Source: an optimization exercise on an open RTL-to-GDS flow (aim: small area and a short achievable clock period). Production flows keep margins and buffers that such runs may drop. The RTL was checked by simulation tests, not by an equivalence proof against the original design. No activity file was given, so power comes from the tool's default toggle rates.

==> design/flow/constraint.sdc <==
create_clock -name core_clock -period 7.0 [get_ports {clk}]
set_input_delay 1.4000 -clock core_clock [delete_from_list [all_inputs] [get_ports {clk}]]
set_output_delay 1.4000 -clock core_clock [all_outputs]
set_load 0.01 [all_outputs]
==> design/flow/config.mk <==
export PLATFORM = sky130hd
export DESIGN_NAME = regfile_fwd_sb
export DESIGN_NICKNAME = regfile_fwd_sb
export VERILOG_FILES = /design/flow/design.v
export SDC_FILE = /design/flow/constraint.sdc
export NUM_CORES = 4
export LEC_CHECK = 0
export CAP_MARGIN = 20
export CORE_MARGIN = 2
export CORE_UTILIZATION = 40
export SLEW_MARGIN = 20
==> design/flow/design.v <==
module regfile_rd_port #(
  parameter int XLEN = 32,
  parameter int AW   = 5
) (
  input  logic [AW-1:0]   a,
  input  logic            ex_load,
  input  logic            ex_fwd,
  input  logic [AW-1:0]   ex_rd,
  input  logic [XLEN-1:0] ex_data,
  input  logic            mem_fwd,
  input  logic [AW-1:0]   mem_rd,
  input  logic [XLEN-1:0] mem_data,
  input  logic            we,
  input  logic [AW-1:0]   wa,
  input  logic [XLEN-1:0] wd,
  input  logic            pend,
  input  logic [XLEN-1:0] arr,
  output logic [XLEN-1:0] data,
  output logic            hold
);
  always_comb begin
    data = '0;
    hold = 1'b0;
    if (a == '0) begin
      data = '0;
    end else if (ex_load && ex_rd == a) begin
      hold = 1'b1;
    end else if (ex_fwd && ex_rd == a) begin
      data = ex_data;
    end else if (mem_fwd && mem_rd == a) begin
      data = mem_data;
    end else if (we && wa == a) begin
      data = wd;
    end else if (pend) begin
      hold = 1'b1;
    end else begin
      data = arr;
    end
  end
endmodule
module regfile_fwd_sb #(
  parameter  int XLEN  = 32,
  parameter  int NREGS = 32,
  localparam int AW    = $clog2(NREGS)
) (
  input  logic            clk,
  input  logic            rst_n,
  input  logic [AW-1:0]   rs1,
  input  logic [AW-1:0]   rs2,
  input  logic            we,
  input  logic [AW-1:0]   wa,
  input  logic [XLEN-1:0] wd,
  input  logic            ex_fwd,
  input  logic            ex_load,
  input  logic [AW-1:0]   ex_rd,
  input  logic [XLEN-1:0] ex_data,
  input  logic            mem_fwd,
  input  logic [AW-1:0]   mem_rd,
  input  logic [XLEN-1:0] mem_data,
  input  logic            iss_valid,
  input  logic [AW-1:0]   iss_rd,
  output logic [XLEN-1:0] rd1,
  output logic [XLEN-1:0] rd2,
  output logic            stall,
  output logic            ready
);
  localparam int NPORTS = 2;
  typedef enum logic {CLEAR, RUN} state_t;
  state_t                      state, state_n;
  logic [AW-1:0]               clr_cnt, clr_cnt_n;
  logic [NREGS-1:0][XLEN-1:0]  regfile;
  logic [NREGS-1:0]            pending, pending_n;
  logic                        run;
  assign run = (state == RUN) && rst_n;
  always_ff @(posedge clk) begin
    if (!rst_n) begin
      state   <= CLEAR;
      clr_cnt <= '0;
    end else begin
      state   <= state_n;
      clr_cnt <= clr_cnt_n;
    end
  end
  always_comb begin
    state_n   = state;
    clr_cnt_n = clr_cnt;
    if (state == CLEAR) begin
      if (clr_cnt == AW'(NREGS - 1)) state_n   = RUN;
      else                           clr_cnt_n = clr_cnt + 1'b1;
    end
  end
  always_ff @(posedge clk) begin
    if (rst_n) begin
      if (state == CLEAR)            regfile[clr_cnt] <= '0;
      else if (we && wa != '0)       regfile[wa]      <= wd;
    end
  end
  always_comb begin
    pending_n = pending;
    if (we && wa != '0)            pending_n[wa]     = 1'b0;
    if (iss_valid && iss_rd != '0) pending_n[iss_rd] = 1'b1;
    pending_n[0] = 1'b0;
  end
  always_ff @(posedge clk) begin
    if (!rst_n)            pending <= '0;
    else if (state == RUN) pending <= pending_n;
  end
  logic [NPORTS-1:0][AW-1:0]   rs;
  logic [NPORTS-1:0][XLEN-1:0] rd_p;
  logic [NPORTS-1:0]           hold_p;
  assign rs = {rs2, rs1};
  for (genvar p = 0; p < NPORTS; p++) begin : g_port
    regfile_rd_port #(.XLEN(XLEN), .AW(AW)) u_port (
      .a        (rs[p]),
      .ex_load  (ex_load),
      .ex_fwd   (ex_fwd),
      .ex_rd    (ex_rd),
      .ex_data  (ex_data),
      .mem_fwd  (mem_fwd),
      .mem_rd   (mem_rd),
      .mem_data (mem_data),
      .we       (we),
      .wa       (wa),
      .wd       (wd),
      .pend     (pending[rs[p]]),
      .arr      (regfile[rs[p]]),
      .data     (rd_p[p]),
      .hold     (hold_p[p])
    );
  end
  assign rd1   = run ? rd_p[0] : '0;
  assign rd2   = run ? rd_p[1] : '0;
  assign stall = !run || (|hold_p);
  assign ready = run;
endmodule
==> design/flow/run.sh <==
#!/bin/bash
# synth_recipe.tcl (not shown) runs the flow's synth.tcl, then flattens the netlist and writes it again
# the make line also repeats each setting of config.mk as NAME=value (left out here)
make -C /OpenROAD-flow-scripts/flow DESIGN_CONFIG=/design/flow/config.mk WORK_HOME=/design/flow/orfs CLKGATE_MAP_FILE= SYNTH_SCRIPT=/design/flow/synth_recipe.tcl finish
==> notes.md <==
CTS root buffer=clkbuf_16; final period utilization=94.8%; cell count of the worst reg-to-reg path=5; fin cells=9320; RSZ-0062 raised after global routing=false; post-DP HPWL=209 mm; hold path depth=2; #FFs+latches synth=1061; Slew Limit Fails=0; Synth Cell Area=~0.075 mm²; post-route ant nets=0; synthesized area per cell=10.9 µm²; Max-Cap Viols=0; Worst-Skew Late Latency=0.79 ns; Critical Path Slowest Stage Cell=a221oi_1; Required @ worst endpoint=5.60 ns; PD cells=about 200 mW/mm²; die height=438 µm; final number of hold-violating endpoints=0; Setup WS post-layout=0.366 ns; DRT Wirelength=between 300 and 400 mm; Top FF cell, synth=edfxtp_1; cell count after synthesis=6888; GR Overflow Total=0; worst-path fanout max=38; ratio of cells with drive above 1 in the final layout=roughly 13%; DR iter-0 viols=12500; status=complete, no violations; worst path arrival time=about 5.2 ns; clock-pin slew on the worst setup and hold paths=0.06 ns; Max clock buf depth=3; sequential fraction of the synthesis area=41.8%; Vias=68600; Post-Syn Nets=7031; die width=roughly 440 µm; number of flops mapped to enable cells by yosys=roughly 1000; worst reg2reg startpoint=state; post-CTS sizing=0; reg2reg end=regfile[463]; FFs w/ async S/R, synth=0%; Yosys cell types=slightly above 70; Post-CTS Setup Inserts=0; Vias/cell=between 7 and 8; setup skew after layout=0.0274 ns; GP Congestion=0.944; peak supply drop=0.000251 V; initial antenna violation count=19; type of origin of the critical path=input pin; hold buffer count at cts=0; worst hold slack=0.500 ns; largest net degree at the start of global routing=139; die footprint=0.192 mm²; Tot GR Track Use=35.6%; Detailed Routing Iterations Pass 1=8; Yosys warning count=2; Worst Hold Path EP=pending[29]; Core ar.=about 0.19 mm²; HP Class=reg2reg; IO Port Bufs=198; placed cell count=9076; Core Util, Final=45.0%; Finish-stage setup viols=0; pre-CTS setup slack=0.604 ns; Starting Density=between 40% and 50%; fin nets=a little under 7000; TritonCTS Sinks=1061; CTS tree=built; R2R Setup Slk=2.74 ns; Worst Setup End Kind=output port; first-pass GRT wire length=about 500 mm; drc violations=0; I/O pins=199; clock buffer count from CTS=between 100 and 150; row count=159; Area Overhead vs Synth=12.1%; critical path, cell by cell=clkbuf_8 -> and2b_4 -> buf_12 -> a221o_1 -> o21ai_0 -> a221oi_1 -> o21ai_1 -> clkdlybuf4s50_1; vias in the first global route=~63000; CP peak stage delay=0.88 ns; crit path time final=6.63 ns; Pleak=33.9 nW; DR WL/cell=38.2 µm; H-tree depth=3; dpl cell area=a little over 0.08 mm²; fmax=151 MHz; HP Start=pending[29]; Slew @ Worst Pin=1.31 ns; post-route cell area=0.0845 mm²; max_slew headroom=12.5%; crit path kind=in2out
[report_power, final]
part | total (mW) | internal [mW] | switching (mW)
sequential | 7.79 | 7.42 | 0.372
combinational | 2.95 | 1.16 | 1.79
clock | 6.45 | 3.51 | 2.94
[routing by layer]
layer | wire (µm) | GRT usage (%) | vias to the layer above
li1 | - | - | 27200
met1 | 125000 | 45.5 | 33800
met2 | 146000 | 50.0 | 6299
met3 | 54300 | 12.1 | 1356
met4 | 30700 | 25.9 | 8
met5 | 56 | 0 | -
[metrics by stage]
stage / power [mW] / setup TNS [ns]
final: 17.2 / 0
after global placement: 10.7 / 0
after global routing: 17.5 / 0
after floorplan: 9.60 / -3366.09
after detailed placement: 10.7 / 0
after CTS: 17.0 / 0
[kinds of logic (layout without fill, tap and decap cells)]
kind of cell / Yosys count / count (layout) / share of synthesized area, %
AO/OA/AOI/OAI: 1822 / 1822 / 18.7
XOR/XNOR: 43 / 43 / 0.509
adder cells (fa/ha/maj): 10 / 10 / 0.166
buffers and inverters: 837 / 758 / 4.82
flip-flops: 1061 / 1061 / 41.8
multiplexers: 1402 / 1402 / 22.8
other: 0 / 16 / 0
AND/OR/NAND/NOR: 1713 / 1713 / 11.2
[worst max-delay path, delay by kind of cell]
| family | cells | cell delay, ns |
|---|---|---|
| AO/OA/AOI/OAI | 4 | 1.70 |
| buffers and inverters | 3 | 1.31 |
| AND/OR/NAND/NOR | 1 | 0.77 |
[cell usage in the layout, fill, tap and decap left out, drive strengths merged, types with 28 or more instances in the layout]
cell and instances:
o211ai 40, or4 57, a22o 33, a221o 568
and2 42, xnor2 28, clkbuf 146, a221oi 33
a21boi 29, clkdlybuf4s50 188, mux2i 1146, o21ai 441
a22oi 196, nor3 32, a21oi 177, nor2 322
dfxtp 37, nand3 144, mux4 254, and3 367
edfxtp 1024, buf 322, clkinv 67, o2bb2ai 256
nand2 545, or3 119
[Yosys cell counts, drive strengths merged (4+ instances only)]
master   instances  share of area, %
mux2i         1146                15
edfxtp        1024                41
a221o          568               7.5
clkbuf         566               2.8
nand2          545               2.7
o21ai          441               2.9
and3           367               3.0
nor2           322               1.6
o2bb2ai        256               3.0
mux4           254               7.6
buf            252               1.9
a22oi          196               2.0
a21oi          177               1.2
nand3          144              0.96
or3            119              0.99
or4             57              0.57
and2            42              0.35
o211ai          40              0.40
dfxtp           37              0.98
a221oi          33              0.42
a22o            33              0.38
nor3            32              0.23
a21boi          29              0.29
xnor2           28              0.34
nor2b           22              0.18
or2             18              0.15
inv             17             0.085
xor2            15              0.17
nand2b          14              0.12
nand4           13              0.11
ha              10              0.17
a211o            7             0.081
a211oi           7              0.11
a31oi            6             0.050
nor4b            6             0.070
a311o            5             0.066
o2111ai          5             0.058
nor4             4             0.033
o31ai            4             0.040
[worst max-delay path by stage]
stage | start | end | depth (start not counted)
after CTS | rs2[0] | rd2[24] | 10
after global placement | rs2[0] | rd2[24] | 10
after global routing | rs2[0] | rd2[24] | 10
after floorplan | wa[0] | regfile[0] | 9
final | rs2[1] | rd2[0] | 8
after detailed placement | rs2[0] | rd2[24] | 10
[cell type report]
class / instances / area, µm²
tap: 2495 / 3120
clock inverter: 83 / 618
sequential: 1061 / 31500
inverter: 19 / 85.1
fill: 17100 / 103000
antenna: 16 / 40.0
clock buffer: 145 / 3210
multi-input combinational: 4990 / 41000
timing repair buffer: 511 / 4960
[flip-flops by register name, indices dropped and copies added (netlist names)]
name / flops
state: 1
regfile: 1024
pending: 31
clr_cnt: 5

## what the ideal ports hide
No port has a modelled driver above. Below, the same layout with a new extraction and two added sets of constraints. Step 1 sets driving cells, clkbuf_16 on the clock port and buf_2 on the other inputs (assumed; they add their load-dependent delay and slew). Step 2 also shifts input and output timing later by t, the mid clock arrival at the registers, as if the neighbouring blocks saw the same clock. Three values: ideal ports, drivers, drivers and shift; two values: the first two.
t, ns: 0.879
setup WS [ns]: 0.366 / 0.334 / 0.334
worst data-port slew with drivers (ns): 0.15
After both steps this run still meets setup and hold. The setup slack of this run moves by -0.032 ns with the drivers and by -0.032 ns with both steps.
